Source: an optimization exercise on an open RTL-to-GDS flow (aim: small area, a short achievable clock period and few clock cycles per item). Production flows keep margins and buffers that such runs may drop.
Only simulation tests tie the RTL to the original design; equivalence was not proved.

--- flow/config.mk ---
export PLATFORM = sky130hd
export DESIGN_NAME = sw_top
export DESIGN_NICKNAME = sw_top
export VERILOG_FILES = /design/flow/design.v
export SDC_FILE = /design/flow/constraint.sdc
export NUM_CORES = 4
export LEC_CHECK = 0
export CAP_MARGIN = 20
export CORE_MARGIN = 2
export CORE_UTILIZATION = 40
export SLEW_MARGIN = 20
--- flow/design.v ---
package sw_pkg;
    typedef logic [1:0] base_t;
    localparam int RIDX_W = $clog2(16);
    localparam int QIDX_W = $clog2(24);
    localparam int HW = $clog2(2 * 16 + 1);
endpackage
`timescale 1ns/1ps
module sw_sequencer (
    input  logic       clk,
    input  logic       reset,
    input  logic       i_valid,
    output logic       o_start,    
    output logic       o_load,     
    output logic [5:0] o_cnt,      
    output logic       o_finish
);
    localparam int LAST = 24 + 16;
    logic       busy;
    logic [5:0] cnt;
    logic       fin;
    assign o_start = i_valid && !busy;
    assign o_load  = o_start || (busy && cnt < 6'(24 - 1));
    assign o_cnt   = cnt;
    assign o_finish = fin;
    always_ff @(posedge clk or posedge reset) begin
        if (reset) begin
            busy <= 1'b0;
            cnt  <= '0;
            fin  <= 1'b0;
        end else begin
            fin <= busy && (cnt == 6'(LAST));
            if (o_start) begin
                busy <= 1'b1;
                cnt  <= '0;
            end else if (busy) begin
                cnt <= cnt + 1'b1;
                if (cnt == 6'(LAST)) begin
                    busy <= 1'b0;
                end
            end
        end
    end
endmodule
`timescale 1ns/1ps
module sw_pe #(
    parameter int J = 1
) (
    input  logic       clk,
    input  logic       i_first,     
    input  logic       i_cell,      
    input  logic [1:0] i_query,     
    input  logic [1:0] i_ref_pin,   
    input  logic [5:0] i_h_left,    
    input  logic [5:0] i_ins_left,  
    output logic [1:0] o_query,
    output logic [5:0] o_h,
    output logic [5:0] o_ins
);
    localparam int WH = $clog2(2 * J + 1);
    localparam int WG = (J == 1) ? 1 : $clog2(2 * J - 1);
    function automatic logic [WH-1:0] sat_sub(input logic [WH-1:0] a, input logic [WH-1:0] b);
        sat_sub = (a > b) ? a - b : {WH{1'b0}};
    endfunction
    function automatic logic [WH-1:0] max2(input logic [WH-1:0] a, input logic [WH-1:0] b);
        max2 = (a > b) ? a : b;
    endfunction
    localparam logic [WH-1:0] C_MATCH = 2;
    localparam logic [WH-1:0] C_MIS   = -((-1));
    localparam logic [WH-1:0] C_OPEN  = 2;
    localparam logic [WH-1:0] C_EXT   = 1;
    logic [1:0]    ref_q;
    logic [1:0]    query_q;
    logic [WH-1:0] dg_q;
    logic [WH-1:0] h_q;
    logic [WG-1:0] ins_q;
    logic [WG-1:0] del_q;
    logic [1:0]    ref_b;
    logic [WH-1:0] hd;
    logic [WH-1:0] dg_nxt;
    logic [WH-1:0] iv;
    logic [WH-1:0] dv;
    logic [WH-1:0] h_nxt;
    logic [WH-1:0] ins_nxt;
    logic [WH-1:0] del_nxt;
    assign ref_b = i_first ? i_ref_pin : ref_q;
    assign hd    = (J == 1) ? '0 : WH'(i_h_left);
    assign dg_nxt = (i_query == ref_b) ? hd + C_MATCH : sat_sub(hd, C_MIS);
    always_ff @(posedge clk) begin
        if (i_first) begin
            ref_q <= i_ref_pin;
        end
        query_q <= i_query;
        dg_q    <= dg_nxt;
    end
    assign iv = (J == 1) ? '0 : WH'(i_ins_left);
    assign dv = WH'(del_q);
    assign h_nxt   = max2(dg_q, max2(iv, dv));
    assign ins_nxt = max2(sat_sub(max2(dg_q, dv), C_OPEN), sat_sub(iv, C_EXT));
    assign del_nxt = max2(sat_sub(max2(dg_q, iv), C_OPEN), sat_sub(dv, C_EXT));
    always_ff @(posedge clk) begin
        h_q   <= i_cell ? h_nxt : '0;
        del_q <= i_cell ? WG'(del_nxt) : '0;
        ins_q <= WG'(ins_nxt);
    end
    assign o_query = query_q;
    assign o_h     = 6'(h_q);
    assign o_ins   = (J == 1) ? '0 : 6'(ins_q);
endmodule
`timescale 1ns/1ps
module sw_pe_array (
    input  logic                              clk,
    input  logic                              reset,
    input  logic                              i_start,
    input  logic                              i_load,
    input  logic [1:0]                        i_query_base,
    input  logic [1:0]                        i_ref_base,
    output logic [16-1:0][5:0]       o_h
);
    logic [16-1:0]      cell_q;    
    logic [16-1:0]      first_q;   
    logic [16-1:0][1:0] query_c;
    logic [16-1:0][5:0] h_c;
    logic [16-1:0][5:0] ins_c;
    for (genvar j = 0; j < 16; j++) begin : g_cell
        logic       diag_act;
        logic       first;
        logic [1:0] query;
        logic [5:0] h_left;
        logic [5:0] ins_left;
        if (j == 0) begin : g_head
            assign diag_act = i_load;
            assign first    = i_start;
            assign query    = i_query_base;
            assign h_left   = '0;
            assign ins_left = '0;
        end else begin : g_body
            assign diag_act = cell_q[j-1];
            assign first    = first_q[j-1];
            assign query    = query_c[j-1];
            assign h_left   = h_c[j-1];
            assign ins_left = ins_c[j-1];
        end
        always_ff @(posedge clk or posedge reset) begin
            if (reset) begin
                cell_q[j]  <= 1'b0;
                first_q[j] <= 1'b0;
            end else begin
                cell_q[j]  <= diag_act;
                first_q[j] <= first;
            end
        end
        sw_pe #(.J(j + 1)) u_pe (
            .clk        (clk),
            .i_first    (first),
            .i_cell     (cell_q[j]),
            .i_query    (query),
            .i_ref_pin  (i_ref_base),
            .i_h_left   (h_left),
            .i_ins_left (ins_left),
            .o_query    (query_c[j]),
            .o_h        (h_c[j]),
            .o_ins      (ins_c[j])
        );
    end
    assign o_h = h_c;
endmodule
`timescale 1ns/1ps
module sw_max_tracker (
    input  logic                          clk,
    input  logic                          i_clear,
    input  logic [5:0]                    i_cnt,
    input  logic [16-1:0][5:0]   i_h,
    output logic [5:0]                    o_max,
    output logic [4:0]                    o_pos_ref,
    output logic [4:0]                    o_pos_query
);
    typedef logic [10:0] cand_t;
    function automatic cand_t pick(input cand_t lo, input cand_t hi);
        pick = (hi[10:5] > lo[10:5]) ? hi : lo;
    endfunction
    cand_t l0 [16];
    cand_t l1 [8];
    cand_t l2 [4];
    cand_t l3 [2];
    cand_t l3_q [2];
    cand_t l4;
    cand_t best;
    logic  take;
    logic [4:0] row;
    for (genvar k = 0; k < 16; k++) begin : g_l0
        assign l0[k] = {i_h[k], 5'(k + 1)};
    end
    for (genvar k = 0; k < 8; k++) begin : g_l1
        assign l1[k] = pick(l0[2*k], l0[2*k+1]);
    end
    for (genvar k = 0; k < 4; k++) begin : g_l2
        assign l2[k] = pick(l1[2*k], l1[2*k+1]);
    end
    for (genvar k = 0; k < 2; k++) begin : g_l3
        assign l3[k] = pick(l2[2*k], l2[2*k+1]);
    end
    always_ff @(posedge clk) begin
        l3_q[0] <= l3[0];
        l3_q[1] <= l3[1];
    end
    assign l4   = pick(l3_q[0], l3_q[1]);
    assign row  = i_cnt[4:0] - l4[4:0];
    assign take = (l4[10:5] > best[10:5]) || ((l4[10:5] == best[10:5]) && (l4[4:0] < best[4:0]));
    logic [4:0] best_row;
    always_ff @(posedge clk) begin
        if (i_clear) begin
            best     <= {6'd0, 5'd1};
            best_row <= 5'd1;
        end else if (take) begin
            best     <= l4;
            best_row <= row;
        end
    end
    assign o_max       = best[10:5];
    assign o_pos_ref   = best[4:0];
    assign o_pos_query = best_row;
endmodule
`timescale 1ns/1ps
module sw_top (
    input  logic                                clk,
    input  logic                                reset,
    input  logic                                i_valid,
    input  sw_pkg::base_t                       i_ref_base,
    input  sw_pkg::base_t                       i_query_base,
    output logic                                o_finish,
    output logic [8-1:0]              o_max,
    output logic [sw_pkg::RIDX_W:0]             o_pos_ref,
    output logic [sw_pkg::QIDX_W:0]             o_pos_query
);
    logic                        start;
    logic                        load;
    logic [5:0]                  cnt;
    logic [16-1:0][5:0] h;
    logic [5:0]                  best_s;
    logic [4:0]                  best_j;
    logic [4:0]                  best_i;
    sw_sequencer u_sequencer (
        .clk      (clk),
        .reset    (reset),
        .i_valid  (i_valid),
        .o_start  (start),
        .o_load   (load),
        .o_cnt    (cnt),
        .o_finish (o_finish)
    );
    sw_pe_array u_pe_array (
        .clk          (clk),
        .reset        (reset),
        .i_start      (start),
        .i_load       (load),
        .i_query_base (i_query_base),
        .i_ref_base   (i_ref_base),
        .o_h          (h)
    );
    sw_max_tracker u_max_tracker (
        .clk         (clk),
        .i_clear     (start),
        .i_cnt       (cnt),
        .i_h         (h),
        .o_max       (best_s),
        .o_pos_ref   (best_j),
        .o_pos_query (best_i)
    );
    assign o_max       = 8'(best_s);
    assign o_pos_ref   = best_j;
    assign o_pos_query = {1'b0, best_i};
endmodule
--- flow/run.sh ---
#!/bin/bash
# synth_recipe.tcl (not shown) runs the flow's synth.tcl, then flattens the netlist and writes it again
# the make line also repeats each setting of config.mk as NAME=value (left out here)
make -C /OpenROAD-flow-scripts/flow DESIGN_CONFIG=/design/flow/config.mk WORK_HOME=/design/flow/orfs CLKGATE_MAP_FILE= SYNTH_SCRIPT=/design/flow/synth_recipe.tcl finish
--- flow/constraint.sdc ---
create_clock -name core_clock -period 7.5 [get_ports {clk}]
set_input_delay 1.5000 -clock core_clock [delete_from_list [all_inputs] [get_ports {clk}]]
set_output_delay 1.5000 -clock core_clock [all_outputs]
set_load 0.01 [all_outputs]
==> impl_summary.log <==
INFO  metric postCtsSetupBuffers = 0
INFO  metric htree_levels = 2
INFO  metric post_synthesis_cell_area = 0.0328 mm²
INFO  metric totalWireLength = 75,700 µm
INFO  metric globalRouteTotalUtil = 17.6%
INFO  metric fin_setup_tns = 0 ns
INFO  metric grt_max_degree = 40
INFO  metric numCtsBuffers = 47
INFO  metric worstReg2RegEnd = u_max_tracker.l3_q[1][6]
INFO  metric dominant_cell_type_by_area_after_synthesis = sky130_fd_sc_hd__ha_1
INFO  metric clock_latency = 0.60 ns
INFO  metric diodes = 0
INFO  metric critical_path.max_stage_delay = 0.64 ns
INFO  metric hp-class = flop to flop
INFO  metric routed-via-count = 26.8k
INFO  metric num-nets-final = 4,468
INFO  metric cp_top_delay_family = compound AO/OA/AOI/OAI gates
INFO  metric post-route-cell-area = 0.0358 mm²
INFO  metric placementRows = 105
INFO  metric required = 7.97 ns
INFO  metric first_global_vias = 25.9k
INFO  metric cp.arrival = 6.04 ns
INFO  metric setup_viol = 0
INFO  metric placement.cell_area = 0.0341 mm²
INFO  metric number_of_hold_repair_buffers_added_at_the_cts_stage = 0
INFO  metric area.growth.synth_to_final = 8.94%
INFO  metric clock_sinks = 398
INFO  metric firstDrtPassIters = 6
INFO  metric critPathMaxFanout = 13
INFO  metric worstHoldStart = u_pe_array.g_cell[7].u_pe.query_q[1]
INFO  metric place_ws = 1.72 ns
INFO  metric rsz_0062_raised_after_global_routing = false
INFO  metric number_of_cells_in_the_finished_layout_apart_from_fillers = 4,986
INFO  metric worst_setup_path_start_kind = flop
INFO  metric worst_path_max_delay_cell = sky130_fd_sc_hd__nor2_1
INFO  metric outcome = no timing/DRC/antenna violations
INFO  metric asyncSetResetFlopFracSynth = 9.80%
INFO  metric finalHoldViolations = 0
INFO  metric layout-drive-gt1-share = 6.36%
INFO  metric grt.overflow.total = 0
INFO  metric launching_point_of_the_worst_reg2reg_path = u_pe_array.g_cell[10].u_pe.h_q[2]
INFO  metric drt_iter0_drc = 1,173
INFO  metric clkSlewWorstSetupHoldPaths = 0.06 ns
INFO  metric dpl.hpwl = 58,000 µm
INFO  metric ctsLongestPathBuffers = 3
INFO  metric postSynth.topFlopCell = sky130_fd_sc_hd__dfxtp_1
INFO  metric worstMarginPinSlew = 0.849 ns
INFO  metric worst_hold_path.num_cells = 0
INFO  metric cp-end-kind = flop
INFO  metric design.core.area = 0.0817 mm²
INFO  metric netlist.area_leader.share = 22.2%
INFO  metric floorplan.die_area = 0.0844 mm²
INFO  metric post_cts_resize_count = 0
INFO  metric drv.max_cap_violation_count = 0
INFO  metric area_of_combinational_cells_with_multiple_inputs = 0.0232 mm²
INFO  metric worst-r2r-cell-count = 21
INFO  metric r2r_setup_slack = 1.93 ns
INFO  metric die_w = 291 µm
INFO  metric cp_cell_sequence = inv_1, ha_1, nand3_1, o21ai_0, o21a_1, mux2i_1, inv_1, ha_1, nor2b_1, o21ai_0, nand2b_1, a221oi_1, a41o_1, mux2i_1, inv_1, ha_1, nor2b_1, o211ai_1, a21oi_1, nor2_1, mux2_2
INFO  metric hold-path-endpoint = u_pe_array.g_cell[8].u_pe.query_q[1]
INFO  metric grt_pass1_wl = 127,000 µm
INFO  metric worstPathBufferInverterCount = 3
INFO  metric floorplan.die.height = 291 µm
INFO  metric vias_per_cell = 5.38
INFO  metric fmax = 0.179 GHz
INFO  metric slew-limit-headroom = 43.0%
INFO  metric synthMostInstantiatedCell = sky130_fd_sc_hd__ha_1
INFO  metric port_buffers = 23
INFO  metric ys_warn_count = 24
INFO  metric slew_viol_final = 0
INFO  metric synth_cells = 3,867
INFO  metric period_needed = 5.57 ns
INFO  metric synthDistinctLibCells = 90
INFO  metric synth.top_cells.by_count = 583 x sky130_fd_sc_hd__ha_1, 359 x sky130_fd_sc_hd__dfxtp_1, 321 x sky130_fd_sc_hd__inv_1, 306 x sky130_fd_sc_hd__nor2_1, 244 x sky130_fd_sc_hd__nand2_1
INFO  metric timing.clock.skew = 0.0398 ns
INFO  metric final_min_period_over_clock_period = 74.3%
INFO  metric grt_antenna_before_repair = 4
INFO  metric synth-seq-cells = 398
INFO  metric fillers = 8,158
INFO  metric design.portCount = 27
INFO  metric floorplan.initialDensity = 40.2%
INFO  metric final_util = 43.8%
INFO  metric cts_tree = done
INFO  metric route.detailed.wl_per_inst = 15.2 µm
INFO  metric synth.area.top_cells = sky130_fd_sc_hd__ha_1 22%, sky130_fd_sc_hd__dfxtp_1 22%, sky130_fd_sc_hd__mux2i_1 6.7%
INFO  metric placed_cells_incl_taps = 4,898
INFO  metric post-route-drc-count = 0
INFO  metric postSynthAreaPerCell = 8.49 µm²
INFO  metric register_area = 0.00816 mm²
INFO  metric clock-root-buffer = sky130_fd_sc_hd__clkbuf_16
INFO  metric place_congestion = 0.863
INFO  metric final.setup.worst_slack = 1.93 ns
INFO  metric critical_path_class = flop to flop
INFO  metric number_of_flops_mapped_to_enable_cells_by_yosys = 0
INFO  metric antenna_violating_nets_post_route = 0
INFO  metric ys_seq_area_share = 24.9%
==> logic make-up after synthesis <==
logic type	share of synthesized area [%]
and+or+nand+nor	16.6
AOI/OAI and AO/OA	20.0
other	0.0229
adders and majority gates	22.3
muxes	9.39
xor gates and xnor gates	2.21
DFF	24.9
buffers and inverters	4.62
==> layout make-up <==
type,count,share of cell area (%)
multi-input cells,3083,64.9
flip-flops and latches,398,22.8
inverters,323,3.39
clock inverters,20,0.776
clock buffers,68,3.76
well taps,1070,3.74
repair buffers,24,0.664
==> cells in the final DEF, fill, tap and decap left out, types with 33 or more instances in the layout <==
cell type,netlist,layout
sky130_fd_sc_hd__a21o_1,39,39
sky130_fd_sc_hd__a21oi_1,241,240
sky130_fd_sc_hd__and2_1,33,33
sky130_fd_sc_hd__clkbuf_16,0,48
sky130_fd_sc_hd__dfrtp_1,39,39
sky130_fd_sc_hd__dfxtp_1,359,359
sky130_fd_sc_hd__ha_1,583,583
sky130_fd_sc_hd__inv_1,321,320
sky130_fd_sc_hd__mux2_2,72,72
sky130_fd_sc_hd__mux2i_1,219,219
sky130_fd_sc_hd__nand2_1,244,244
sky130_fd_sc_hd__nand2b_1,91,91
sky130_fd_sc_hd__nand3_1,114,114
sky130_fd_sc_hd__nor2_1,306,306
sky130_fd_sc_hd__nor2b_1,96,96
sky130_fd_sc_hd__nor3_1,76,76
sky130_fd_sc_hd__o211ai_1,37,37
sky130_fd_sc_hd__o21a_1,122,122
sky130_fd_sc_hd__o21ai_0,209,208
sky130_fd_sc_hd__o22ai_1,39,39
sky130_fd_sc_hd__o31ai_1,52,52
sky130_fd_sc_hd__or2_2,49,49
sky130_fd_sc_hd__xor2_1,54,54
==> stage by stage <==
step,hold WS [ns]
floorplan,0.346
global placement,0.351
detailed placement,0.355
CTS,0.335
global route,0.334
finish,0.332
==> layer usage <==
layer	global-route usage [%]	wire length, µm	vias up	share of wire (%)
met5	0	8	-	0.011
li1	-	-	14004	-
met3	2.23	2560	94	3.4
met2	29.3	33900	338	45
met1	24.1	37600	12372	50
met4	4.70	1620	2	2.1
==> state kept, by name (all words and copies together), names as in the netlist, 5 cells and up <==
register                        count
u_pe_array.cell_q                  16
u_pe_array.g_cell.u_pe.query_q     30
u_pe_array.g_cell.u_pe.ref_q       32
u_max_tracker.best                 11
u_sequencer.cnt                     6
u_pe_array.g_cell.u_pe.ins_q       59
u_max_tracker.l3_q                 20
u_pe_array.g_cell.u_pe.del_q       64
u_pe_array.g_cell.u_pe.h_q         69
u_pe_array.first_q                 15
u_pe_array.g_cell.u_pe.dg_q        69
u_max_tracker.best_row              5
==> worst max-delay path by stage <==
stage / cells after the start / endpoint / start / slack (ns)
floorplan: 24 / u_max_tracker.l3_q[1][8] / u_pe_array.g_cell[10].u_pe.h_q[2] / 2.59
global placement: 19 / u_max_tracker.l3_q[1][6] / u_pe_array.g_cell[14].u_pe.h_q[1] / 1.77
detailed placement: 19 / u_max_tracker.l3_q[1][6] / u_pe_array.g_cell[14].u_pe.h_q[1] / 1.72
CTS: 19 / u_max_tracker.l3_q[1][6] / u_pe_array.g_cell[14].u_pe.h_q[1] / 1.67
global route: 21 / u_max_tracker.l3_q[1][6] / u_pe_array.g_cell[10].u_pe.h_q[3] / 1.15
finish: 21 / u_max_tracker.l3_q[1][6] / u_pe_array.g_cell[10].u_pe.h_q[2] / 1.93
Testbench counts, summed over its fixed seeds: cycles 13,440, runs 320.

-- re-timing with driven ports --
Ports are ideal in the flow. The routed layout listed here was re-timed in OpenROAD.
Step 1, drivers: a clkbuf_16 drives clk and a buf_2 each remaining input, both assumed.
Step 2 adds t to the input delays and takes it off the output delays; t is the mean of the earliest and latest rising clock arrival at the registers after step 1. Input paths then give back, and output paths get back, about the clock's delay inside the block.
a / b / c = no drivers / after step 1 / after step 2; a / b = the first two.
t (ns): 0.646
slack for setup (ns): 1.929 / 1.929 / 1.929
slew at the worst register clock pin (ns): 0.06 / 0.06
After both steps setup and hold are still met in this run. The setup slack of this run moves by 0.000 ns with the drivers and by 0.000 ns with both steps.
